Source: an optimization exercise on an open RTL-to-GDS flow (aim: small area, a short achievable clock period and few clock cycles per item). Production flows keep margins and buffers that such runs may drop.
Function not checked in this run: the RTL went through the layout flow alone.

[flow/config.mk]
export PLATFORM = sky130hd
export DESIGN_NAME = nearest_centroid_color_classifier_core
export DESIGN_NICKNAME = nearest_centroid_color_classifier_core
export VERILOG_FILES = /design/flow/design.v
export SDC_FILE = /design/flow/constraint.sdc
export NUM_CORES = 4
export LEC_CHECK = 0
export CAP_MARGIN = 20
export CORE_MARGIN = 2
export CORE_UTILIZATION = 40
export PLACE_DENSITY = 0.6
export SETUP_SLACK_MARGIN = 3.0
export SLEW_MARGIN = 20
export SYNTH_HIERARCHICAL = 1
[flow/constraint.sdc]
create_clock -name core_clock -period 7.0 [get_ports {clk}]
set_input_delay 1.4000 -clock core_clock [delete_from_list [all_inputs] [get_ports {clk}]]
set_output_delay 1.4000 -clock core_clock [all_outputs]
set_load 0.01 [all_outputs]
[flow/design.v]
`timescale 1ns / 1ps
package ncc_pkg;
    localparam int CHAN_W = 12;
    localparam int SQ_W   = 2 * CHAN_W;
    localparam int DIST_W = SQ_W + 2;
    localparam int IDX_W  = 4;
    localparam int CNT_W  = 5;
    localparam logic [CNT_W-1:0] CNT_RESET = 5'd16;
    localparam logic REQ_LOAD     = 1'b0;
    localparam logic REQ_CLASSIFY = 1'b1;
    typedef struct packed {
        logic [CHAN_W-1:0] y;
        logic [CHAN_W-1:0] cb;
        logic [CHAN_W-1:0] cr;
    } colour_t;
    localparam int COLOUR_W = 3 * CHAN_W;
endpackage
`timescale 1ns / 1ps
module ncc_fa (
    input  logic a,
    input  logic b,
    input  logic c,
    output logic s,
    output logic co
);
    assign s  = a ^ b ^ c;
    assign co = (a & b) | (a & c) | (b & c);
endmodule
module ncc_ha (
    input  logic a,
    input  logic b,
    output logic s,
    output logic co
);
    assign s  = a ^ b;
    assign co = a & b;
endmodule
`timescale 1ns / 1ps
module ncc_absd (
    input  logic [11:0] a,
    input  logic [11:0] b,
    output logic [11:0] m
);
    logic [12:0] df;
    assign df = {1'b0, a} - {1'b0, b};
    assign m  = (df[11:0] ^ {12{df[12]}}) + {11'd0, df[12]};
endmodule
module ncc_sq3_0 (
    input  logic [11:0] m0,
    input  logic [11:0] m1,
    input  logic [11:0] m2,
    output logic [69:0] co
);
    wire fs0, fc0;
    ncc_fa u_fa0 (.a((m0[0] & m0[8])), .b((m0[1] & m0[7])), .c((m0[2] & m0[6])), .s(fs0), .co(fc0));
    wire fs1, fc1;
    ncc_fa u_fa1 (.a((m0[0] & m0[9])), .b((m0[1] & m0[8])), .c((m0[2] & m0[7])), .s(fs1), .co(fc1));
    wire hs2, hc2;
    ncc_ha u_ha2 (.a((m0[3] & m0[6])), .b((m0[5] & ~m0[4])), .s(hs2), .co(hc2));
    wire fs3, fc3;
    ncc_fa u_fa3 (.a((m0[0] & m0[10])), .b((m0[1] & m0[9])), .c((m0[2] & m0[8])), .s(fs3), .co(fc3));
    wire fs4, fc4;
    ncc_fa u_fa4 (.a((m0[3] & m0[7])), .b((m0[4] & m0[6])), .c((m0[4] & m0[5])), .s(fs4), .co(fc4));
    wire fs5, fc5;
    ncc_fa u_fa5 (.a((m1[0] & m1[10])), .b((m1[1] & m1[9])), .c((m1[2] & m1[8])), .s(fs5), .co(fc5));
    wire hs6, hc6;
    ncc_ha u_ha6 (.a((m1[3] & m1[7])), .b((m1[4] & m1[6])), .s(hs6), .co(hc6));
    wire fs7, fc7;
    ncc_fa u_fa7 (.a((m0[0] & m0[11])), .b((m0[1] & m0[10])), .c((m0[2] & m0[9])), .s(fs7), .co(fc7));
    wire fs8, fc8;
    ncc_fa u_fa8 (.a((m0[3] & m0[8])), .b((m0[4] & m0[7])), .c((m0[6] & ~m0[5])), .s(fs8), .co(fc8));
    wire fs9, fc9;
    ncc_fa u_fa9 (.a((m1[0] & m1[11])), .b((m1[1] & m1[10])), .c((m1[2] & m1[9])), .s(fs9), .co(fc9));
    wire fs10, fc10;
    ncc_fa u_fa10 (.a((m1[3] & m1[8])), .b((m1[4] & m1[7])), .c((m1[6] & ~m1[5])), .s(fs10), .co(fc10));
    wire hs11, hc11;
    ncc_ha u_ha11 (.a((m2[0] & m2[11])), .b((m2[1] & m2[10])), .s(hs11), .co(hc11));
    wire fs12, fc12;
    ncc_fa u_fa12 (.a((m0[1] & m0[11])), .b((m0[2] & m0[10])), .c((m0[3] & m0[9])), .s(fs12), .co(fc12));
    wire fs13, fc13;
    ncc_fa u_fa13 (.a((m0[4] & m0[8])), .b((m0[5] & m0[7])), .c((m0[5] & m0[6])), .s(fs13), .co(fc13));
    wire fs14, fc14;
    ncc_fa u_fa14 (.a((m1[1] & m1[11])), .b((m1[2] & m1[10])), .c((m1[3] & m1[9])), .s(fs14), .co(fc14));
    wire fs15, fc15;
    ncc_fa u_fa15 (.a((m1[4] & m1[8])), .b((m1[5] & m1[7])), .c((m1[5] & m1[6])), .s(fs15), .co(fc15));
    wire fs16, fc16;
    ncc_fa u_fa16 (.a((m2[1] & m2[11])), .b((m2[2] & m2[10])), .c((m2[3] & m2[9])), .s(fs16), .co(fc16));
    wire fs17, fc17;
    ncc_fa u_fa17 (.a((m0[2] & m0[11])), .b((m0[3] & m0[10])), .c((m0[4] & m0[9])), .s(fs17), .co(fc17));
    wire fs18, fc18;
    ncc_fa u_fa18 (.a((m0[5] & m0[8])), .b((m0[7] & ~m0[6])), .c((m1[2] & m1[11])), .s(fs18), .co(fc18));
    wire fs19, fc19;
    ncc_fa u_fa19 (.a((m1[3] & m1[10])), .b((m1[4] & m1[9])), .c((m1[5] & m1[8])), .s(fs19), .co(fc19));
    wire hs20, hc20;
    ncc_ha u_ha20 (.a((m1[7] & ~m1[6])), .b((m2[2] & m2[11])), .s(hs20), .co(hc20));
    wire fs21, fc21;
    ncc_fa u_fa21 (.a((m0[3] & m0[11])), .b((m0[4] & m0[10])), .c((m0[5] & m0[9])), .s(fs21), .co(fc21));
    wire fs22, fc22;
    ncc_fa u_fa22 (.a((m0[6] & m0[8])), .b((m0[6] & m0[7])), .c((m1[3] & m1[11])), .s(fs22), .co(fc22));
    wire fs23, fc23;
    ncc_fa u_fa23 (.a((m1[4] & m1[10])), .b((m1[5] & m1[9])), .c((m1[6] & m1[8])), .s(fs23), .co(fc23));
    wire fs24, fc24;
    ncc_fa u_fa24 (.a((m0[4] & m0[11])), .b((m0[5] & m0[10])), .c((m0[6] & m0[9])), .s(fs24), .co(fc24));
    wire fs25, fc25;
    ncc_fa u_fa25 (.a((m0[0] & m0[6])), .b((m0[1] & m0[5])), .c((m0[2] & m0[4])), .s(fs25), .co(fc25));
    wire hs26, hc26;
    ncc_ha u_ha26 (.a((m0[2] & m0[3])), .b((m1[0] & m1[6])), .s(hs26), .co(hc26));
    wire fs27, fc27;
    ncc_fa u_fa27 (.a((m0[0] & m0[7])), .b((m0[1] & m0[6])), .c((m0[2] & m0[5])), .s(fs27), .co(fc27));
    wire fs28, fc28;
    ncc_fa u_fa28 (.a((m0[4] & ~m0[3])), .b((m1[0] & m1[7])), .c((m1[1] & m1[6])), .s(fs28), .co(fc28));
    wire hs29, hc29;
    ncc_ha u_ha29 (.a((m1[2] & m1[5])), .b((m1[4] & ~m1[3])), .s(hs29), .co(hc29));
    wire fs30, fc30;
    ncc_fa u_fa30 (.a(fs0), .b((m0[3] & m0[5])), .c((m0[3] & m0[4])), .s(fs30), .co(fc30));
    wire fs31, fc31;
    ncc_fa u_fa31 (.a((m1[0] & m1[8])), .b((m1[1] & m1[7])), .c((m1[2] & m1[6])), .s(fs31), .co(fc31));
    wire fs32, fc32;
    ncc_fa u_fa32 (.a((m1[3] & m1[5])), .b((m1[3] & m1[4])), .c((m2[0] & m2[8])), .s(fs32), .co(fc32));
    wire hs33, hc33;
    ncc_ha u_ha33 (.a((m2[1] & m2[7])), .b((m2[2] & m2[6])), .s(hs33), .co(hc33));
    wire fs34, fc34;
    ncc_fa u_fa34 (.a(fs1), .b(hs2), .c((m1[0] & m1[9])), .s(fs34), .co(fc34));
    wire fs35, fc35;
    ncc_fa u_fa35 (.a((m1[1] & m1[8])), .b((m1[2] & m1[7])), .c((m1[3] & m1[6])), .s(fs35), .co(fc35));
    wire fs36, fc36;
    ncc_fa u_fa36 (.a((m1[5] & ~m1[4])), .b((m2[0] & m2[9])), .c((m2[1] & m2[8])), .s(fs36), .co(fc36));
    wire fs37, fc37;
    ncc_fa u_fa37 (.a((m2[2] & m2[7])), .b((m2[3] & m2[6])), .c((m2[5] & ~m2[4])), .s(fs37), .co(fc37));
    wire fs38, fc38;
    ncc_fa u_fa38 (.a(fs3), .b(fs4), .c(fs5), .s(fs38), .co(fc38));
    wire fs39, fc39;
    ncc_fa u_fa39 (.a(hs6), .b((m1[4] & m1[5])), .c((m2[0] & m2[10])), .s(fs39), .co(fc39));
    wire fs40, fc40;
    ncc_fa u_fa40 (.a((m2[1] & m2[9])), .b((m2[2] & m2[8])), .c((m2[3] & m2[7])), .s(fs40), .co(fc40));
    wire fs41, fc41;
    ncc_fa u_fa41 (.a((m2[4] & m2[6])), .b((m2[4] & m2[5])), .c(fc1), .s(fs41), .co(fc41));
    wire fs42, fc42;
    ncc_fa u_fa42 (.a(fs7), .b(fs8), .c(fs9), .s(fs42), .co(fc42));
    wire fs43, fc43;
    ncc_fa u_fa43 (.a(fs10), .b(hs11), .c((m2[2] & m2[9])), .s(fs43), .co(fc43));
    wire fs44, fc44;
    ncc_fa u_fa44 (.a((m2[3] & m2[8])), .b((m2[4] & m2[7])), .c((m2[6] & ~m2[5])), .s(fs44), .co(fc44));
    wire fs45, fc45;
    ncc_fa u_fa45 (.a(fc3), .b(fc4), .c(fc5), .s(fs45), .co(fc45));
    wire fs46, fc46;
    ncc_fa u_fa46 (.a(fs12), .b(fs13), .c(fs14), .s(fs46), .co(fc46));
    wire fs47, fc47;
    ncc_fa u_fa47 (.a(fs15), .b(fs16), .c((m2[4] & m2[8])), .s(fs47), .co(fc47));
    wire fs48, fc48;
    ncc_fa u_fa48 (.a((m2[5] & m2[7])), .b((m2[5] & m2[6])), .c(fc7), .s(fs48), .co(fc48));
    wire fs49, fc49;
    ncc_fa u_fa49 (.a(fc8), .b(fc9), .c(fc10), .s(fs49), .co(fc49));
    wire fs50, fc50;
    ncc_fa u_fa50 (.a(fs17), .b(fs18), .c(fs19), .s(fs50), .co(fc50));
    wire fs51, fc51;
    ncc_fa u_fa51 (.a(hs20), .b((m2[3] & m2[10])), .c((m2[4] & m2[9])), .s(fs51), .co(fc51));
    wire fs52, fc52;
    ncc_fa u_fa52 (.a((m2[5] & m2[8])), .b((m2[7] & ~m2[6])), .c(fc12), .s(fs52), .co(fc52));
    wire fs53, fc53;
    ncc_fa u_fa53 (.a(fc13), .b(fc14), .c(fc15), .s(fs53), .co(fc53));
    wire fs54, fc54;
    ncc_fa u_fa54 (.a(fs21), .b(fs22), .c(fs23), .s(fs54), .co(fc54));
    wire fs55, fc55;
    ncc_fa u_fa55 (.a((m1[6] & m1[7])), .b((m2[3] & m2[11])), .c((m2[4] & m2[10])), .s(fs55), .co(fc55));
    wire fs56, fc56;
    ncc_fa u_fa56 (.a((m2[5] & m2[9])), .b((m2[6] & m2[8])), .c((m2[6] & m2[7])), .s(fs56), .co(fc56));
    wire fs57, fc57;
    ncc_fa u_fa57 (.a(fc17), .b(fc18), .c(fc19), .s(fs57), .co(fc57));
    wire fs58, fc58;
    ncc_fa u_fa58 (.a(fs24), .b((m0[8] & ~m0[7])), .c((m1[4] & m1[11])), .s(fs58), .co(fc58));
    wire fs59, fc59;
    ncc_fa u_fa59 (.a((m1[5] & m1[10])), .b((m1[6] & m1[9])), .c((m1[8] & ~m1[7])), .s(fs59), .co(fc59));
    wire fs60, fc60;
    ncc_fa u_fa60 (.a((m2[4] & m2[11])), .b((m2[5] & m2[10])), .c((m2[6] & m2[9])), .s(fs60), .co(fc60));
    wire fs61, fc61;
    ncc_fa u_fa61 (.a((m2[8] & ~m2[7])), .b(fc21), .c(fc22), .s(fs61), .co(fc61));
    wire fs62, fc62;
    ncc_fa u_fa62 (.a((m0[5] & m0[11])), .b((m0[6] & m0[10])), .c((m0[7] & m0[9])), .s(fs62), .co(fc62));
    wire fs63, fc63;
    ncc_fa u_fa63 (.a((m0[7] & m0[8])), .b((m1[5] & m1[11])), .c((m1[6] & m1[10])), .s(fs63), .co(fc63));
    wire fs64, fc64;
    ncc_fa u_fa64 (.a((m1[7] & m1[9])), .b((m1[7] & m1[8])), .c((m2[5] & m2[11])), .s(fs64), .co(fc64));
    wire fs65, fc65;
    ncc_fa u_fa65 (.a((m2[6] & m2[10])), .b((m2[7] & m2[9])), .c((m2[7] & m2[8])), .s(fs65), .co(fc65));
    wire fs66, fc66;
    ncc_fa u_fa66 (.a((m0[6] & m0[11])), .b((m0[7] & m0[10])), .c((m0[9] & ~m0[8])), .s(fs66), .co(fc66));
    wire fs67, fc67;
    ncc_fa u_fa67 (.a((m1[6] & m1[11])), .b((m1[7] & m1[10])), .c((m1[9] & ~m1[8])), .s(fs67), .co(fc67));
    wire fs68, fc68;
    ncc_fa u_fa68 (.a((m0[7] & m0[11])), .b((m0[8] & m0[10])), .c((m0[8] & m0[9])), .s(fs68), .co(fc68));
    wire fs69, fc69;
    ncc_fa u_fa69 (.a((m0[0] & m0[4])), .b((m0[1] & m0[3])), .c((m0[1] & m0[2])), .s(fs69), .co(fc69));
    wire hs70, hc70;
    ncc_ha u_ha70 (.a((m1[0] & m1[4])), .b((m1[1] & m1[3])), .s(hs70), .co(hc70));
    wire fs71, fc71;
    ncc_fa u_fa71 (.a((m0[0] & m0[5])), .b((m0[1] & m0[4])), .c((m0[3] & ~m0[2])), .s(fs71), .co(fc71));
    wire fs72, fc72;
    ncc_fa u_fa72 (.a((m1[0] & m1[5])), .b((m1[1] & m1[4])), .c((m1[3] & ~m1[2])), .s(fs72), .co(fc72));
    wire hs73, hc73;
    ncc_ha u_ha73 (.a((m2[0] & m2[5])), .b((m2[1] & m2[4])), .s(hs73), .co(hc73));
    wire fs74, fc74;
    ncc_fa u_fa74 (.a(fs25), .b(hs26), .c((m1[1] & m1[5])), .s(fs74), .co(fc74));
    wire fs75, fc75;
    ncc_fa u_fa75 (.a((m1[2] & m1[4])), .b((m1[2] & m1[3])), .c((m2[0] & m2[6])), .s(fs75), .co(fc75));
    wire fs76, fc76;
    ncc_fa u_fa76 (.a((m2[1] & m2[5])), .b((m2[2] & m2[4])), .c((m2[2] & m2[3])), .s(fs76), .co(fc76));
    wire fs77, fc77;
    ncc_fa u_fa77 (.a(fs27), .b(fs28), .c(hs29), .s(fs77), .co(fc77));
    wire fs78, fc78;
    ncc_fa u_fa78 (.a((m2[0] & m2[7])), .b((m2[1] & m2[6])), .c((m2[2] & m2[5])), .s(fs78), .co(fc78));
    wire fs79, fc79;
    ncc_fa u_fa79 (.a((m2[4] & ~m2[3])), .b(fc25), .c(hc26), .s(fs79), .co(fc79));
    wire fs80, fc80;
    ncc_fa u_fa80 (.a(fs30), .b(fs31), .c(fs32), .s(fs80), .co(fc80));
    wire fs81, fc81;
    ncc_fa u_fa81 (.a(hs33), .b((m2[3] & m2[5])), .c((m2[3] & m2[4])), .s(fs81), .co(fc81));
    wire fs82, fc82;
    ncc_fa u_fa82 (.a(fc27), .b(fc28), .c(hc29), .s(fs82), .co(fc82));
    wire fs83, fc83;
    ncc_fa u_fa83 (.a(fs34), .b(fs35), .c(fs36), .s(fs83), .co(fc83));
    wire fs84, fc84;
    ncc_fa u_fa84 (.a(fs37), .b(fc0), .c(fc30), .s(fs84), .co(fc84));
    wire fs85, fc85;
    ncc_fa u_fa85 (.a(fc31), .b(fc32), .c(hc33), .s(fs85), .co(fc85));
    wire fs86, fc86;
    ncc_fa u_fa86 (.a(fs38), .b(fs39), .c(fs40), .s(fs86), .co(fc86));
    wire fs87, fc87;
    ncc_fa u_fa87 (.a(fs41), .b(hc2), .c(fc34), .s(fs87), .co(fc87));
    wire fs88, fc88;
    ncc_fa u_fa88 (.a(fc35), .b(fc36), .c(fc37), .s(fs88), .co(fc88));
    wire fs89, fc89;
    ncc_fa u_fa89 (.a(fs42), .b(fs43), .c(fs44), .s(fs89), .co(fc89));
    wire fs90, fc90;
    ncc_fa u_fa90 (.a(fs45), .b(hc6), .c(fc38), .s(fs90), .co(fc90));
    wire fs91, fc91;
    ncc_fa u_fa91 (.a(fc39), .b(fc40), .c(fc41), .s(fs91), .co(fc91));
    wire fs92, fc92;
    ncc_fa u_fa92 (.a(fs46), .b(fs47), .c(fs48), .s(fs92), .co(fc92));
    wire fs93, fc93;
    ncc_fa u_fa93 (.a(fs49), .b(hc11), .c(fc42), .s(fs93), .co(fc93));
    wire fs94, fc94;
    ncc_fa u_fa94 (.a(fc43), .b(fc44), .c(fc45), .s(fs94), .co(fc94));
    wire fs95, fc95;
    ncc_fa u_fa95 (.a(fs50), .b(fs51), .c(fs52), .s(fs95), .co(fc95));
    wire fs96, fc96;
    ncc_fa u_fa96 (.a(fs53), .b(fc16), .c(fc46), .s(fs96), .co(fc96));
    wire fs97, fc97;
    ncc_fa u_fa97 (.a(fc47), .b(fc48), .c(fc49), .s(fs97), .co(fc97));
    wire fs98, fc98;
    ncc_fa u_fa98 (.a(fs54), .b(fs55), .c(fs56), .s(fs98), .co(fc98));
    wire fs99, fc99;
    ncc_fa u_fa99 (.a(fs57), .b(hc20), .c(fc50), .s(fs99), .co(fc99));
    wire fs100, fc100;
    ncc_fa u_fa100 (.a(fc51), .b(fc52), .c(fc53), .s(fs100), .co(fc100));
    wire fs101, fc101;
    ncc_fa u_fa101 (.a(fs58), .b(fs59), .c(fs60), .s(fs101), .co(fc101));
    wire fs102, fc102;
    ncc_fa u_fa102 (.a(fs61), .b(fc23), .c(fc54), .s(fs102), .co(fc102));
    wire fs103, fc103;
    ncc_fa u_fa103 (.a(fc55), .b(fc56), .c(fc57), .s(fs103), .co(fc103));
    wire fs104, fc104;
    ncc_fa u_fa104 (.a(fs62), .b(fs63), .c(fs64), .s(fs104), .co(fc104));
    wire fs105, fc105;
    ncc_fa u_fa105 (.a(fs65), .b(fc24), .c(fc58), .s(fs105), .co(fc105));
    wire fs106, fc106;
    ncc_fa u_fa106 (.a(fc59), .b(fc60), .c(fc61), .s(fs106), .co(fc106));
    wire fs107, fc107;
    ncc_fa u_fa107 (.a(fs66), .b(fs67), .c((m2[6] & m2[11])), .s(fs107), .co(fc107));
    wire fs108, fc108;
    ncc_fa u_fa108 (.a((m2[7] & m2[10])), .b((m2[9] & ~m2[8])), .c(fc62), .s(fs108), .co(fc108));
    wire fs109, fc109;
    ncc_fa u_fa109 (.a(fc63), .b(fc64), .c(fc65), .s(fs109), .co(fc109));
    wire fs110, fc110;
    ncc_fa u_fa110 (.a(fs68), .b((m1[7] & m1[11])), .c((m1[8] & m1[10])), .s(fs110), .co(fc110));
    wire fs111, fc111;
    ncc_fa u_fa111 (.a((m1[8] & m1[9])), .b((m2[7] & m2[11])), .c((m2[8] & m2[10])), .s(fs111), .co(fc111));
    wire fs112, fc112;
    ncc_fa u_fa112 (.a((m2[8] & m2[9])), .b(fc66), .c(fc67), .s(fs112), .co(fc112));
    wire fs113, fc113;
    ncc_fa u_fa113 (.a((m0[8] & m0[11])), .b((m0[10] & ~m0[9])), .c((m1[8] & m1[11])), .s(fs113), .co(fc113));
    wire fs114, fc114;
    ncc_fa u_fa114 (.a((m1[10] & ~m1[9])), .b((m2[8] & m2[11])), .c((m2[10] & ~m2[9])), .s(fs114), .co(fc114));
    wire fs115, fc115;
    ncc_fa u_fa115 (.a((m0[9] & m0[11])), .b((m0[9] & m0[10])), .c((m1[9] & m1[11])), .s(fs115), .co(fc115));
    wire fs116, fc116;
    ncc_fa u_fa116 (.a((m0[0] & m0[2])), .b((m0[0] & m0[1])), .c((m1[0] & m1[2])), .s(fs116), .co(fc116));
    wire fs117, fc117;
    ncc_fa u_fa117 (.a((m0[0] & m0[3])), .b((m0[2] & ~m0[1])), .c((m1[0] & m1[3])), .s(fs117), .co(fc117));
    wire hs118, hc118;
    ncc_ha u_ha118 (.a((m1[2] & ~m1[1])), .b((m2[0] & m2[3])), .s(hs118), .co(hc118));
    wire fs119, fc119;
    ncc_fa u_fa119 (.a(fs69), .b(hs70), .c((m1[1] & m1[2])), .s(fs119), .co(fc119));
    wire fs120, fc120;
    ncc_fa u_fa120 (.a((m2[0] & m2[4])), .b((m2[1] & m2[3])), .c((m2[1] & m2[2])), .s(fs120), .co(fc120));
    wire fs121, fc121;
    ncc_fa u_fa121 (.a(fs71), .b(fs72), .c(hs73), .s(fs121), .co(fc121));
    wire fs122, fc122;
    ncc_fa u_fa122 (.a((m2[3] & ~m2[2])), .b(fc69), .c(hc70), .s(fs122), .co(fc122));
    wire fs123, fc123;
    ncc_fa u_fa123 (.a(fs74), .b(fs75), .c(fs76), .s(fs123), .co(fc123));
    wire fs124, fc124;
    ncc_fa u_fa124 (.a(fc71), .b(fc72), .c(hc73), .s(fs124), .co(fc124));
    wire fs125, fc125;
    ncc_fa u_fa125 (.a(fs77), .b(fs78), .c(fs79), .s(fs125), .co(fc125));
    wire fs126, fc126;
    ncc_fa u_fa126 (.a(fc74), .b(fc75), .c(fc76), .s(fs126), .co(fc126));
    wire fs127, fc127;
    ncc_fa u_fa127 (.a(fs80), .b(fs81), .c(fs82), .s(fs127), .co(fc127));
    wire fs128, fc128;
    ncc_fa u_fa128 (.a(fc77), .b(fc78), .c(fc79), .s(fs128), .co(fc128));
    wire fs129, fc129;
    ncc_fa u_fa129 (.a(fs83), .b(fs84), .c(fs85), .s(fs129), .co(fc129));
    wire fs130, fc130;
    ncc_fa u_fa130 (.a(fc80), .b(fc81), .c(fc82), .s(fs130), .co(fc130));
    wire fs131, fc131;
    ncc_fa u_fa131 (.a(fs86), .b(fs87), .c(fs88), .s(fs131), .co(fc131));
    wire fs132, fc132;
    ncc_fa u_fa132 (.a(fc83), .b(fc84), .c(fc85), .s(fs132), .co(fc132));
    wire fs133, fc133;
    ncc_fa u_fa133 (.a(fs89), .b(fs90), .c(fs91), .s(fs133), .co(fc133));
    wire fs134, fc134;
    ncc_fa u_fa134 (.a(fc86), .b(fc87), .c(fc88), .s(fs134), .co(fc134));
    wire fs135, fc135;
    ncc_fa u_fa135 (.a(fs92), .b(fs93), .c(fs94), .s(fs135), .co(fc135));
    wire fs136, fc136;
    ncc_fa u_fa136 (.a(fc89), .b(fc90), .c(fc91), .s(fs136), .co(fc136));
    wire fs137, fc137;
    ncc_fa u_fa137 (.a(fs95), .b(fs96), .c(fs97), .s(fs137), .co(fc137));
    wire fs138, fc138;
    ncc_fa u_fa138 (.a(fc92), .b(fc93), .c(fc94), .s(fs138), .co(fc138));
    wire fs139, fc139;
    ncc_fa u_fa139 (.a(fs98), .b(fs99), .c(fs100), .s(fs139), .co(fc139));
    wire fs140, fc140;
    ncc_fa u_fa140 (.a(fc95), .b(fc96), .c(fc97), .s(fs140), .co(fc140));
    wire fs141, fc141;
    ncc_fa u_fa141 (.a(fs101), .b(fs102), .c(fs103), .s(fs141), .co(fc141));
    wire fs142, fc142;
    ncc_fa u_fa142 (.a(fc98), .b(fc99), .c(fc100), .s(fs142), .co(fc142));
    wire fs143, fc143;
    ncc_fa u_fa143 (.a(fs104), .b(fs105), .c(fs106), .s(fs143), .co(fc143));
    wire fs144, fc144;
    ncc_fa u_fa144 (.a(fc101), .b(fc102), .c(fc103), .s(fs144), .co(fc144));
    wire fs145, fc145;
    ncc_fa u_fa145 (.a(fs107), .b(fs108), .c(fs109), .s(fs145), .co(fc145));
    wire fs146, fc146;
    ncc_fa u_fa146 (.a(fc104), .b(fc105), .c(fc106), .s(fs146), .co(fc146));
    wire fs147, fc147;
    ncc_fa u_fa147 (.a(fs110), .b(fs111), .c(fs112), .s(fs147), .co(fc147));
    wire fs148, fc148;
    ncc_fa u_fa148 (.a(fc107), .b(fc108), .c(fc109), .s(fs148), .co(fc148));
    wire fs149, fc149;
    ncc_fa u_fa149 (.a(fs113), .b(fs114), .c(fc68), .s(fs149), .co(fc149));
    wire fs150, fc150;
    ncc_fa u_fa150 (.a(fc110), .b(fc111), .c(fc112), .s(fs150), .co(fc150));
    wire fs151, fc151;
    ncc_fa u_fa151 (.a(fs115), .b((m1[9] & m1[10])), .c((m2[9] & m2[11])), .s(fs151), .co(fc151));
    wire fs152, fc152;
    ncc_fa u_fa152 (.a((m2[9] & m2[10])), .b(fc113), .c(fc114), .s(fs152), .co(fc152));
    wire fs153, fc153;
    ncc_fa u_fa153 (.a((m0[11] & ~m0[10])), .b((m1[11] & ~m1[10])), .c((m2[11] & ~m2[10])), .s(fs153), .co(fc153));
    wire hs154, hc154;
    ncc_ha u_ha154 (.a(fs116), .b((m1[0] & m1[1])), .s(hs154), .co(hc154));
    wire fs155, fc155;
    ncc_fa u_fa155 (.a(fs117), .b(hs118), .c((m2[2] & ~m2[1])), .s(fs155), .co(fc155));
    wire fs156, fc156;
    ncc_fa u_fa156 (.a(fs119), .b(fs120), .c(fc117), .s(fs156), .co(fc156));
    wire fs157, fc157;
    ncc_fa u_fa157 (.a(fs121), .b(fs122), .c(fc119), .s(fs157), .co(fc157));
    wire fs158, fc158;
    ncc_fa u_fa158 (.a(fs123), .b(fs124), .c(fc121), .s(fs158), .co(fc158));
    wire fs159, fc159;
    ncc_fa u_fa159 (.a(fs125), .b(fs126), .c(fc123), .s(fs159), .co(fc159));
    wire fs160, fc160;
    ncc_fa u_fa160 (.a(fs127), .b(fs128), .c(fc125), .s(fs160), .co(fc160));
    wire fs161, fc161;
    ncc_fa u_fa161 (.a(fs129), .b(fs130), .c(fc127), .s(fs161), .co(fc161));
    wire fs162, fc162;
    ncc_fa u_fa162 (.a(fs131), .b(fs132), .c(fc129), .s(fs162), .co(fc162));
    wire fs163, fc163;
    ncc_fa u_fa163 (.a(fs133), .b(fs134), .c(fc131), .s(fs163), .co(fc163));
    wire fs164, fc164;
    ncc_fa u_fa164 (.a(fs135), .b(fs136), .c(fc133), .s(fs164), .co(fc164));
    wire fs165, fc165;
    ncc_fa u_fa165 (.a(fs137), .b(fs138), .c(fc135), .s(fs165), .co(fc165));
    wire fs166, fc166;
    ncc_fa u_fa166 (.a(fs139), .b(fs140), .c(fc137), .s(fs166), .co(fc166));
    wire fs167, fc167;
    ncc_fa u_fa167 (.a(fs141), .b(fs142), .c(fc139), .s(fs167), .co(fc167));
    wire fs168, fc168;
    ncc_fa u_fa168 (.a(fs143), .b(fs144), .c(fc141), .s(fs168), .co(fc168));
    wire fs169, fc169;
    ncc_fa u_fa169 (.a(fs145), .b(fs146), .c(fc143), .s(fs169), .co(fc169));
    wire fs170, fc170;
    ncc_fa u_fa170 (.a(fs147), .b(fs148), .c(fc145), .s(fs170), .co(fc170));
    wire fs171, fc171;
    ncc_fa u_fa171 (.a(fs149), .b(fs150), .c(fc147), .s(fs171), .co(fc171));
    wire fs172, fc172;
    ncc_fa u_fa172 (.a(fs151), .b(fs152), .c(fc149), .s(fs172), .co(fc172));
    wire fs173, fc173;
    ncc_fa u_fa173 (.a(fs153), .b(fc115), .c(fc151), .s(fs173), .co(fc173));
    wire fs174, fc174;
    ncc_fa u_fa174 (.a((m0[10] & m0[11])), .b((m1[10] & m1[11])), .c((m2[10] & m2[11])), .s(fs174), .co(fc174));
    assign co = {fc174, fc173, fc153, fs174, fc172, fc152, fs173, fc171, fc150, fs172, fc170, fc148, fs171, fc169, fc146, fs170, fc168, fc144, fs169, fc167, fc142, fs168, fc166, fc140, fs167, fc165, fc138, fs166, fc164, fc136, fs165, fc163, fc134, fs164, fc162, fc132, fs163, fc161, fc130, fs162, fc160, fc128, fs161, fc159, fc126, fs160, fc158, fc124, fs159, fc157, fc122, fs158, fc156, fc120, fs157, fc155, hc118, fs156, hc154, fc116, fs155, (m2[0] & m2[1]), (m2[0] & m2[2]), hs154, (m2[1] & ~m2[0]), (m1[1] & ~m1[0]), (m0[1] & ~m0[0]), m2[0], m1[0], m0[0]};
endmodule
module ncc_sq3_1 (
    input  logic [69:0] ci,
    output logic [25:0] r0,
    output logic [25:0] r1
);
    wire hs0, hc0;
    ncc_ha u_ha0 (.a(ci[0]), .b(ci[1]), .s(hs0), .co(hc0));
    wire hs1, hc1;
    ncc_ha u_ha1 (.a(ci[3]), .b(ci[4]), .s(hs1), .co(hc1));
    wire fs2, fc2;
    ncc_fa u_fa2 (.a(ci[6]), .b(ci[7]), .c(ci[8]), .s(fs2), .co(fc2));
    wire fs3, fc3;
    ncc_fa u_fa3 (.a(ci[9]), .b(ci[10]), .c(ci[11]), .s(fs3), .co(fc3));
    wire fs4, fc4;
    ncc_fa u_fa4 (.a(ci[12]), .b(ci[13]), .c(ci[14]), .s(fs4), .co(fc4));
    wire fs5, fc5;
    ncc_fa u_fa5 (.a(ci[15]), .b(ci[16]), .c(ci[17]), .s(fs5), .co(fc5));
    wire fs6, fc6;
    ncc_fa u_fa6 (.a(ci[18]), .b(ci[19]), .c(ci[20]), .s(fs6), .co(fc6));
    wire fs7, fc7;
    ncc_fa u_fa7 (.a(ci[21]), .b(ci[22]), .c(ci[23]), .s(fs7), .co(fc7));
    wire fs8, fc8;
    ncc_fa u_fa8 (.a(ci[24]), .b(ci[25]), .c(ci[26]), .s(fs8), .co(fc8));
    wire fs9, fc9;
    ncc_fa u_fa9 (.a(ci[27]), .b(ci[28]), .c(ci[29]), .s(fs9), .co(fc9));
    wire fs10, fc10;
    ncc_fa u_fa10 (.a(ci[30]), .b(ci[31]), .c(ci[32]), .s(fs10), .co(fc10));
    wire fs11, fc11;
    ncc_fa u_fa11 (.a(ci[33]), .b(ci[34]), .c(ci[35]), .s(fs11), .co(fc11));
    wire fs12, fc12;
    ncc_fa u_fa12 (.a(ci[36]), .b(ci[37]), .c(ci[38]), .s(fs12), .co(fc12));
    wire fs13, fc13;
    ncc_fa u_fa13 (.a(ci[39]), .b(ci[40]), .c(ci[41]), .s(fs13), .co(fc13));
    wire fs14, fc14;
    ncc_fa u_fa14 (.a(ci[42]), .b(ci[43]), .c(ci[44]), .s(fs14), .co(fc14));
    wire fs15, fc15;
    ncc_fa u_fa15 (.a(ci[45]), .b(ci[46]), .c(ci[47]), .s(fs15), .co(fc15));
    wire fs16, fc16;
    ncc_fa u_fa16 (.a(ci[48]), .b(ci[49]), .c(ci[50]), .s(fs16), .co(fc16));
    wire fs17, fc17;
    ncc_fa u_fa17 (.a(ci[51]), .b(ci[52]), .c(ci[53]), .s(fs17), .co(fc17));
    wire fs18, fc18;
    ncc_fa u_fa18 (.a(ci[54]), .b(ci[55]), .c(ci[56]), .s(fs18), .co(fc18));
    wire fs19, fc19;
    ncc_fa u_fa19 (.a(ci[57]), .b(ci[58]), .c(ci[59]), .s(fs19), .co(fc19));
    wire fs20, fc20;
    ncc_fa u_fa20 (.a(ci[60]), .b(ci[61]), .c(ci[62]), .s(fs20), .co(fc20));
    wire fs21, fc21;
    ncc_fa u_fa21 (.a(ci[63]), .b(ci[64]), .c(ci[65]), .s(fs21), .co(fc21));
    wire fs22, fc22;
    ncc_fa u_fa22 (.a(ci[66]), .b(ci[67]), .c(ci[68]), .s(fs22), .co(fc22));
    assign r0 = {1'b0, ci[69], fs22, fs21, fs20, fs19, fs18, fs17, fs16, fs15, fs14, fs13, fs12, fs11, fs10, fs9, fs8, fs7, fs6, fs5, fs4, fs3, fs2, hs1, hc0, hs0};
    assign r1 = {1'b0, fc22, fc21, fc20, fc19, fc18, fc17, fc16, fc15, fc14, fc13, fc12, fc11, fc10, fc9, fc8, fc7, fc6, fc5, fc4, fc3, fc2, hc1, ci[5], 1'b0, ci[2]};
endmodule
module ncc_add26 (
    input  logic [25:0] r0,
    input  logic [25:0] r1,
    output logic [25:0] y
);
    assign y = r0 + r1;
endmodule
`timescale 1ns / 1ps
module nearest_centroid_color_classifier_core
(
    input  logic                        clk,
    input  logic                        rst_n,
    input  logic                        cfg_wr_en,
    input  logic [ncc_pkg::CNT_W-1:0]   cfg_wr_data,
    input  logic                        in_valid,
    output logic                        in_stall,
    input  logic                        req_type,
    input  logic [ncc_pkg::IDX_W-1:0]   entry_index,
    input  logic [ncc_pkg::CHAN_W-1:0]  chan_y,
    input  logic [ncc_pkg::CHAN_W-1:0]  chan_cb,
    input  logic [ncc_pkg::CHAN_W-1:0]  chan_cr,
    output logic                        out_valid,
    input  logic                        out_stall,
    output logic [ncc_pkg::IDX_W-1:0]   class_index
);
    logic        stall_q;
    logic [4:0]  cnt_q;
    logic        fire, ld_fire, cl_fire;
    logic [35:0] pix_in;
    logic [35:0] tab [16];
    assign in_stall = stall_q;
    assign fire     = in_valid & ~stall_q;
    assign ld_fire  = fire & (req_type == ncc_pkg::REQ_LOAD);
    assign cl_fire  = fire & (req_type == ncc_pkg::REQ_CLASSIFY);
    assign pix_in   = {chan_y, chan_cb, chan_cr};
    always_ff @(posedge clk)
    begin
        if (ld_fire)
            tab[entry_index] <= pix_in;
    end
    always_ff @(posedge clk or negedge rst_n)
    begin
        if (!rst_n)
            cnt_q <= ncc_pkg::CNT_RESET;
        else if (cfg_wr_en)
            cnt_q <= cfg_wr_data;
    end
    logic        s1_v;
    logic [4:0]  s1_n;
    logic [35:0] s_pix;
    always_ff @(posedge clk or negedge rst_n)
    begin
        if (!rst_n)
            s1_v <= 1'b0;
        else
            s1_v <= cl_fire;
    end
    always_ff @(posedge clk)
    begin
        s1_n <= cnt_q;
        s_pix <= pix_in;
    end
    logic [16*3*12-1:0] ad_m;
    for (genvar i = 0; i < 16; i++)
    begin : g_ad
        wire [12:0] df0 = {1'b0, s_pix[35:24]} - {1'b0, tab[i][35:24]};
        assign ad_m[(i*3+0)*12 +: 12] = (df0[11:0] ^ {12{df0[12]}}) + {11'd0, df0[12]};
        wire [12:0] df1 = {1'b0, s_pix[23:12]} - {1'b0, tab[i][23:12]};
        assign ad_m[(i*3+1)*12 +: 12] = (df1[11:0] ^ {12{df1[12]}}) + {11'd0, df1[12]};
        wire [12:0] df2 = {1'b0, s_pix[11:0]} - {1'b0, tab[i][11:0]};
        assign ad_m[(i*3+2)*12 +: 12] = (df2[11:0] ^ {12{df2[12]}}) + {11'd0, df2[12]};
    end
    logic        s2_v;
    logic [4:0]  s2_n;
    logic [16*3*12-1:0] s2_m;
    always_ff @(posedge clk or negedge rst_n)
        if (!rst_n) s2_v <= 1'b0; else s2_v <= s1_v;
    always_ff @(posedge clk)
    begin
        s2_n <= s1_n;
        s2_m <= ad_m;
    end
    logic [16*70-1:0] cs0_co;
    for (genvar i = 0; i < 16; i++)
    begin : g_cs0
        ncc_sq3_0 u_cs (.m0(s2_m[(i*3+0)*12 +: 12]), .m1(s2_m[(i*3+1)*12 +: 12]), .m2(s2_m[(i*3+2)*12 +: 12]), .co(cs0_co[i*70 +: 70]));
    end
    logic        s3_v;
    logic [4:0]  s3_n;
    logic [16*70-1:0] s3_c;
    always_ff @(posedge clk or negedge rst_n)
        if (!rst_n) s3_v <= 1'b0; else s3_v <= s2_v;
    always_ff @(posedge clk)
    begin
        s3_n <= s2_n;
        s3_c <= cs0_co;
    end
    logic [16*26-1:0] cs1_r0;
    logic [16*26-1:0] cs1_r1;
    for (genvar i = 0; i < 16; i++)
    begin : g_cs1
        ncc_sq3_1 u_cs (.ci(s3_c[i*70 +: 70]), .r0(cs1_r0[i*26 +: 26]), .r1(cs1_r1[i*26 +: 26]));
    end
    logic [16*26-1:0] dsum;
    for (genvar i = 0; i < 16; i++)
    begin : g_add
        assign dsum[i*26 +: 26] = cs1_r0[i*26 +: 26] + cs1_r1[i*26 +: 26];
    end
    logic        s4_v;
    logic [4:0]  s4_n;
    logic [16*26-1:0] s4_d;
    always_ff @(posedge clk or negedge rst_n)
        if (!rst_n) s4_v <= 1'b0; else s4_v <= s3_v;
    always_ff @(posedge clk)
    begin
        s4_n <= s3_n;
        s4_d <= dsum;
    end
    logic [15:0] th;
    always_comb
        for (int k = 0; k < 16; k++)
            th[k] = (s4_n > 5'(k));
    wire        sel_l1_0 = th[1] & (s4_d[26 +: 26] < s4_d[0 +: 26]);
    wire [25:0] d_l1_0 = sel_l1_0 ? s4_d[26 +: 26] : s4_d[0 +: 26];
    wire [0:0]  i_l1_0 = sel_l1_0;
    wire        sel_l1_1 = th[3] & (s4_d[78 +: 26] < s4_d[52 +: 26]);
    wire [25:0] d_l1_1 = sel_l1_1 ? s4_d[78 +: 26] : s4_d[52 +: 26];
    wire [0:0]  i_l1_1 = sel_l1_1;
    wire        sel_l1_2 = th[5] & (s4_d[130 +: 26] < s4_d[104 +: 26]);
    wire [25:0] d_l1_2 = sel_l1_2 ? s4_d[130 +: 26] : s4_d[104 +: 26];
    wire [0:0]  i_l1_2 = sel_l1_2;
    wire        sel_l1_3 = th[7] & (s4_d[182 +: 26] < s4_d[156 +: 26]);
    wire [25:0] d_l1_3 = sel_l1_3 ? s4_d[182 +: 26] : s4_d[156 +: 26];
    wire [0:0]  i_l1_3 = sel_l1_3;
    wire        sel_l1_4 = th[9] & (s4_d[234 +: 26] < s4_d[208 +: 26]);
    wire [25:0] d_l1_4 = sel_l1_4 ? s4_d[234 +: 26] : s4_d[208 +: 26];
    wire [0:0]  i_l1_4 = sel_l1_4;
    wire        sel_l1_5 = th[11] & (s4_d[286 +: 26] < s4_d[260 +: 26]);
    wire [25:0] d_l1_5 = sel_l1_5 ? s4_d[286 +: 26] : s4_d[260 +: 26];
    wire [0:0]  i_l1_5 = sel_l1_5;
    wire        sel_l1_6 = th[13] & (s4_d[338 +: 26] < s4_d[312 +: 26]);
    wire [25:0] d_l1_6 = sel_l1_6 ? s4_d[338 +: 26] : s4_d[312 +: 26];
    wire [0:0]  i_l1_6 = sel_l1_6;
    wire        sel_l1_7 = th[15] & (s4_d[390 +: 26] < s4_d[364 +: 26]);
    wire [25:0] d_l1_7 = sel_l1_7 ? s4_d[390 +: 26] : s4_d[364 +: 26];
    wire [0:0]  i_l1_7 = sel_l1_7;
    wire        sel_l2_0 = th[2] & (d_l1_1 < d_l1_0);
    wire [25:0] d_l2_0 = sel_l2_0 ? d_l1_1 : d_l1_0;
    wire [1:0]  i_l2_0 = sel_l2_0 ? {1'b1, i_l1_1} : {1'b0, i_l1_0};
    wire        sel_l2_1 = th[6] & (d_l1_3 < d_l1_2);
    wire [25:0] d_l2_1 = sel_l2_1 ? d_l1_3 : d_l1_2;
    wire [1:0]  i_l2_1 = sel_l2_1 ? {1'b1, i_l1_3} : {1'b0, i_l1_2};
    wire        sel_l2_2 = th[10] & (d_l1_5 < d_l1_4);
    wire [25:0] d_l2_2 = sel_l2_2 ? d_l1_5 : d_l1_4;
    wire [1:0]  i_l2_2 = sel_l2_2 ? {1'b1, i_l1_5} : {1'b0, i_l1_4};
    wire        sel_l2_3 = th[14] & (d_l1_7 < d_l1_6);
    wire [25:0] d_l2_3 = sel_l2_3 ? d_l1_7 : d_l1_6;
    wire [1:0]  i_l2_3 = sel_l2_3 ? {1'b1, i_l1_7} : {1'b0, i_l1_6};
    logic        s5_v;
    logic [25:0] qd_l2_0;
    logic [1:0]  qi_l2_0;
    logic [25:0] qd_l2_1;
    logic [1:0]  qi_l2_1;
    logic [25:0] qd_l2_2;
    logic [1:0]  qi_l2_2;
    logic [25:0] qd_l2_3;
    logic [1:0]  qi_l2_3;
    logic        s5_th4;
    logic        s5_th12;
    logic        s5_th8;
    always_ff @(posedge clk or negedge rst_n)
        if (!rst_n) s5_v <= 1'b0; else s5_v <= s4_v;
    always_ff @(posedge clk)
    begin
        qd_l2_0 <= d_l2_0;
        qi_l2_0 <= i_l2_0;
        qd_l2_1 <= d_l2_1;
        qi_l2_1 <= i_l2_1;
        qd_l2_2 <= d_l2_2;
        qi_l2_2 <= i_l2_2;
        qd_l2_3 <= d_l2_3;
        qi_l2_3 <= i_l2_3;
        s5_th4 <= th[4];
        s5_th12 <= th[12];
        s5_th8 <= th[8];
    end
    wire        sel_l3_0 = s5_th4 & (qd_l2_1 < qd_l2_0);
    wire [25:0] d_l3_0 = sel_l3_0 ? qd_l2_1 : qd_l2_0;
    wire [2:0]  i_l3_0 = sel_l3_0 ? {1'b1, qi_l2_1} : {1'b0, qi_l2_0};
    wire        sel_l3_1 = s5_th12 & (qd_l2_3 < qd_l2_2);
    wire [25:0] d_l3_1 = sel_l3_1 ? qd_l2_3 : qd_l2_2;
    wire [2:0]  i_l3_1 = sel_l3_1 ? {1'b1, qi_l2_3} : {1'b0, qi_l2_2};
    wire        sel_l4_0 = s5_th8 & (d_l3_1 < d_l3_0);
    wire [25:0] d_l4_0 = sel_l4_0 ? d_l3_1 : d_l3_0;
    wire [3:0]  i_l4_0 = sel_l4_0 ? {1'b1, i_l3_1} : {1'b0, i_l3_0};
    wire [3:0] res   = i_l4_0;
    wire       res_v = s5_v;
    localparam int QD = 8;
    logic [3:0] q_d [QD];
    logic       q_v [QD];
    logic [3:0] owed_q;
    logic       pop;
    logic [3:0] owed_n;
    assign pop    = q_v[0] & ~out_stall;
    assign owed_n = owed_q + {3'd0, cl_fire} - {3'd0, pop};
    always_ff @(posedge clk or negedge rst_n)
    begin
        if (!rst_n)
        begin
            owed_q  <= '0;
            stall_q <= 1'b0;
        end
        else
        begin
            owed_q  <= owed_n;
            stall_q <= (owed_n >= 4'(QD));
        end
    end
    for (genvar j = 0; j < QD; j++)
    begin : g_q
        logic       v_sh;
        logic [3:0] d_sh;
        logic       prev_full;
        logic       put;
        if (j + 1 < QD)
        begin : g_sh
            assign v_sh = pop ? q_v[j+1] : q_v[j];
            assign d_sh = pop ? q_d[j+1] : q_d[j];
        end
        else
        begin : g_last
            assign v_sh = pop ? 1'b0 : q_v[j];
            assign d_sh = q_d[j];
        end
        if (j == 0)
        begin : g_p0
            assign prev_full = 1'b1;
        end
        else
        begin : g_pn
            assign prev_full = pop ? q_v[j] : q_v[j-1];
        end
        assign put = res_v & prev_full & ~v_sh;
        always_ff @(posedge clk or negedge rst_n)
        begin
            if (!rst_n)
                q_v[j] <= 1'b0;
            else
                q_v[j] <= v_sh | put;
        end
        always_ff @(posedge clk)
        begin
            q_d[j] <= put ? res : d_sh;
        end
    end
    assign out_valid   = q_v[0];
    assign class_index = q_d[0];
endmodule
[flow/run.sh]
#!/bin/bash
# synth_recipe.tcl (not shown) runs the flow's synth.tcl, then flattens the netlist and writes it again
# the make line also repeats each setting of config.mk as NAME=value (left out here)
make -C /OpenROAD-flow-scripts/flow DESIGN_CONFIG=/design/flow/config.mk WORK_HOME=/design/flow/orfs CLKGATE_MAP_FILE= SYNTH_SCRIPT=/design/flow/synth_recipe.tcl finish
==> notes.md <==
-- flip-flops by register name (all words and copies together) (netlist names), 2 cells and up --
| name | flops |
|---|---|
| cnt_q | 5 |
| owed_q | 4 |
| q_d | 32 |
| q_v | 8 |
| qd_l2_0 | 26 |
| qd_l2_1 | 26 |
| qd_l2_2 | 26 |
| qd_l2_3 | 26 |
| qi_l2_0 | 2 |
| qi_l2_1 | 2 |
| qi_l2_2 | 2 |
| qi_l2_3 | 2 |
| s1_n | 5 |
| s2_m | 576 |
| s2_n | 5 |
| s3_c | 1120 |
| s3_n | 5 |
| s4_d | 416 |
| s4_n | 5 |
| s_pix | 36 |
| tab | 576 |
-- critical path, delay by kind of cell, from the launching register on --
family | cells | cell delay (ns)
muxes | 3 | 0.74
buffers and inverters | 16 | 1.80
DFF | 1 | 0.36
AOI/OAI and AO/OA | 6 | 1.27
and+or+nand+nor | 2 | 0.31
adders and majority gates | 1 | 0.24
-- stage by stage --
stage,util (%),hold WS [ns],setup WS [ns]
after global placement,38.8,0.314,1.05
final,43.4,0.327,2.01
after CTS,42.2,0.327,2.13
after floorplan,-,0.310,2.39
after global routing,43.3,0.331,1.86
after detailed placement,38.8,0.318,1.03
-- final timing paths --
path / from / endpoint / depth (start not counted)
hold reg to reg: s1_n[1]$_DFF_P_ / s2_n[1]$_DFF_P_ / 0
setup / recovery: qd_l2_1[11]$_DFF_P_ / q_d[6][1]$_DFFE_PP_ / 28
hold / removal: s1_n[1]$_DFF_P_ / s2_n[1]$_DFF_P_ / 0
setup reg to reg: qd_l2_1[11]$_DFF_P_ / q_d[6][1]$_DFFE_PP_ / 28
max in group asynchronous: rst_n / cnt_q[3]$_DFFE_PN0P_ / 1
min in group asynchronous: rst_n / q_v[0]$_DFF_PN0_ / 1
-- Yosys stat by module, one instance, submodules excluded --
module                                  area [sq um]  cells inside
nearest_centroid_color_classifier_core        138000         13400
ncc_sq3_0                                       2340           332
ncc_sq3_1                                        394            53
ncc_fa                                          20.0             1
ncc_ha                                          12.5             1
-- cells in the mapped netlist (84+ instances only) --
master | number | share of area [%]
and2b_1 | 496 | 1.5
xor2_1 | 352 | 1.3
buf_6 | 441 | 2.0
or2_2 | 84 | 0.22
and3_1 | 105 | 0.27
nand3_1 | 185 | 0.38
o21ai_0 | 529 | 1.1
and2_1 | 3220 | 8.3
a21oi_1 | 873 | 1.8
nand2b_1 | 153 | 0.39
mux2i_1 | 359 | 1.5
nor3_1 | 257 | 0.53
ha_1 | 1611 | 8.3
edfxtp_1 | 608 | 7.5
nand2_1 | 593 | 0.91
o21bai_1 | 85 | 0.26
dfxtp_1 | 2283 | 19
nor2b_1 | 284 | 0.73
buf_4 | 1989 | 6.1
nor2_1 | 752 | 1.2
fa_1 | 3025 | 25
nand4_1 | 123 | 0.32
inv_1 | 1407 | 2.2
o21a_1 | 153 | 0.47
xnor2_1 | 1042 | 3.7
a21o_1 | 354 | 1.1
-- per-layer routing --
layer	share of wire (%)	vias to the layer above	global-route usage, %
li1	-	70400	-
met1	42	80000	30.6
met2	45	5582	36.3
met3	8.1	1323	4.94
met4	4.9	32	10.8
met5	0.031	-	0
-- timing repair --
item / CTS / global route
endpoints found under the hold margin: 0 / 0
resized for setup: 902 / 906
pin swaps: 343 / 516
endpoints found under the setup margin: 546 / 405
setup buffers: 458 / 332
gates cloned: 19 / 4
-- kinds of logic after synthesis --
group / share of synthesized area [%]
AO/OA/AOI/OAI: 6.99
XOR/XNOR: 5.02
adder cells (fa/ha/maj): 33.2
buffers and inverters: 10.6
flip-flops: 26.5
multiplexers: 1.86
other: 0.0247
AND/OR/NAND/NOR: 15.8
-- area by class of cell --
| class | instances | area (sq um) |
|---|---|---|
| fill | 56600 | 343000 |
| multi-input combinational | 15900 | 161000 |
| sequential | 2914 | 64700 |
| clock buffer | 484 | 10300 |
| tap | 8064 | 10100 |
| timing repair buffer | 989 | 9220 |
| inverter | 1409 | 5310 |
| clock inverter | 167 | 1940 |
| antenna | 220 | 551 |
==> results_dict.tcl <==
set metrics [dict create \
    ys_ff_latch 2914 \
    async_flop_share_pct 0.789 \
    dp_hpwl_um 514000 \
    io_buffer_count 56 \
    synth.distinct_cells 107 \
    period_needed_ns 4.99 \
    ant_nets 0 \
    synth_edf_count 608 \
    ff2ff_setup_slack_ns 2.01 \
    clockBufferDepth 4 \
    wl_per_cell_um 24.0 \
    finalSetupTns_ns 0 \
    grt_pass1_vias 161000 \
    worstSetupStartpointType "flip-flop" \
    die_w_um 784 \
    setup_violations 0 \
    status "timing/DRC/antenna clean" \
    final_cell_mix "and2_1, fa_1, dfxtp_1" \
    track_usage_pct 23.1 \
    avgSynthCellArea_sq_um 10.7 \
    worstSetupPathType "reg2reg" \
    syn_area_sq_um 243000 \
    cts.clk_slew.worst_paths_ns 0.06 \
    ys_warn_count 9 \
    fin_nets 26200 \
    core-area_sq_um 607000 \
    arrival_ns 5.73 \
    cp_max_fo 8 \
    clock_skew_ns 0.0569 \
    cts_tree "built" \
    post-route-period-util_pct 71.3 \
    ioPinCount 57 \
    num_rows 286 \
    mostFrequentLayoutCell "and2_1" \
    chipHeight_um 784 \
    maxSlewHeadroom_pct 15.6 \
    cp_common_cell "buf_4" \
    ctsHtreeMaxLevel 5 \
    finalHoldViolations 0 \
    cts-hold-fix-buffers 0 \
    placed_cells 28400 \
    cts_buffers 349 \
    grt_pass1_wl_um 1060000 \
    timing.fmax_ghz 0.200 \
    start_util_pct 40.1 \
    gp_congestion 0.911 \
    firstDrtPassIters 8 \
    totalWireLength_um 723000 \
    cp_slowest_cell "dfxtp_4" \
    yosysSeqAreaShare_pct 26.5 \
    rsz0062_at_grt "true" \
    drive_gt1_share_pct 14.0 \
    drt_iter0_drc 11800 \
    cp-end-kind "flip-flop" \
    final_cell_area_sq_um 263000 \
    fin_cells 30100 \
    cap_violations 0 \
    synthToLayoutAreaGrowth_pct 8.12 \
    dieArea_sq_um 615000 \
    via_per_inst 5.23 \
    worstMarginPinSlew_ns 1.23 \
    cts.sinks 2914 \
    clock-root-buffer "clkbuf_16" \
    drv_slew 0 \
    dpl_cell_area_sq_um 235000 \
    vias 157000 \
    post-route-drc-count 0 \
    antenna_found_initial 126 \
    syn_inst 22700 \
    min_path_type "reg2reg" \
    grt-ovfl-total 0 \
    clk_latency_ns 1.02 \
    worstPathRequired_ns 7.74 \
    cpPeakStageDelay_ns 0.36 \
    grt_start_max_net_pins 37 \
    synth_ff_type "dfxtp_1" \
]

## afterwards: timing with drivers on the ports
Ports are ideal in the flow. The routed layout listed here was re-timed in OpenROAD.
Step 1, drivers: a clkbuf_16 drives clk and a buf_2 each remaining input, both assumed.
Step 2 adds t to the input delays and takes it off the output delays; t is the mean of the earliest and latest rising clock arrival at the registers after step 1. Input paths then give back, and output paths get back, about the clock's delay inside the block.
Slacks: ideal / step 1 / step 2; pairs: ideal / step 1.
shift t [ns]: 1.129
slack for setup (ns): 2.006 / 2.006 / 2.006
worst register clock-pin slew, ns: 0.07 / 0.07
worst slew at a driven data input, ns: 0.20
cell pins on the clock port's net: 1
After both steps setup and hold are still met in this run. For this run, drivers alone change the setup slack by 0.000 ns; drivers and shift together by 0.000 ns.
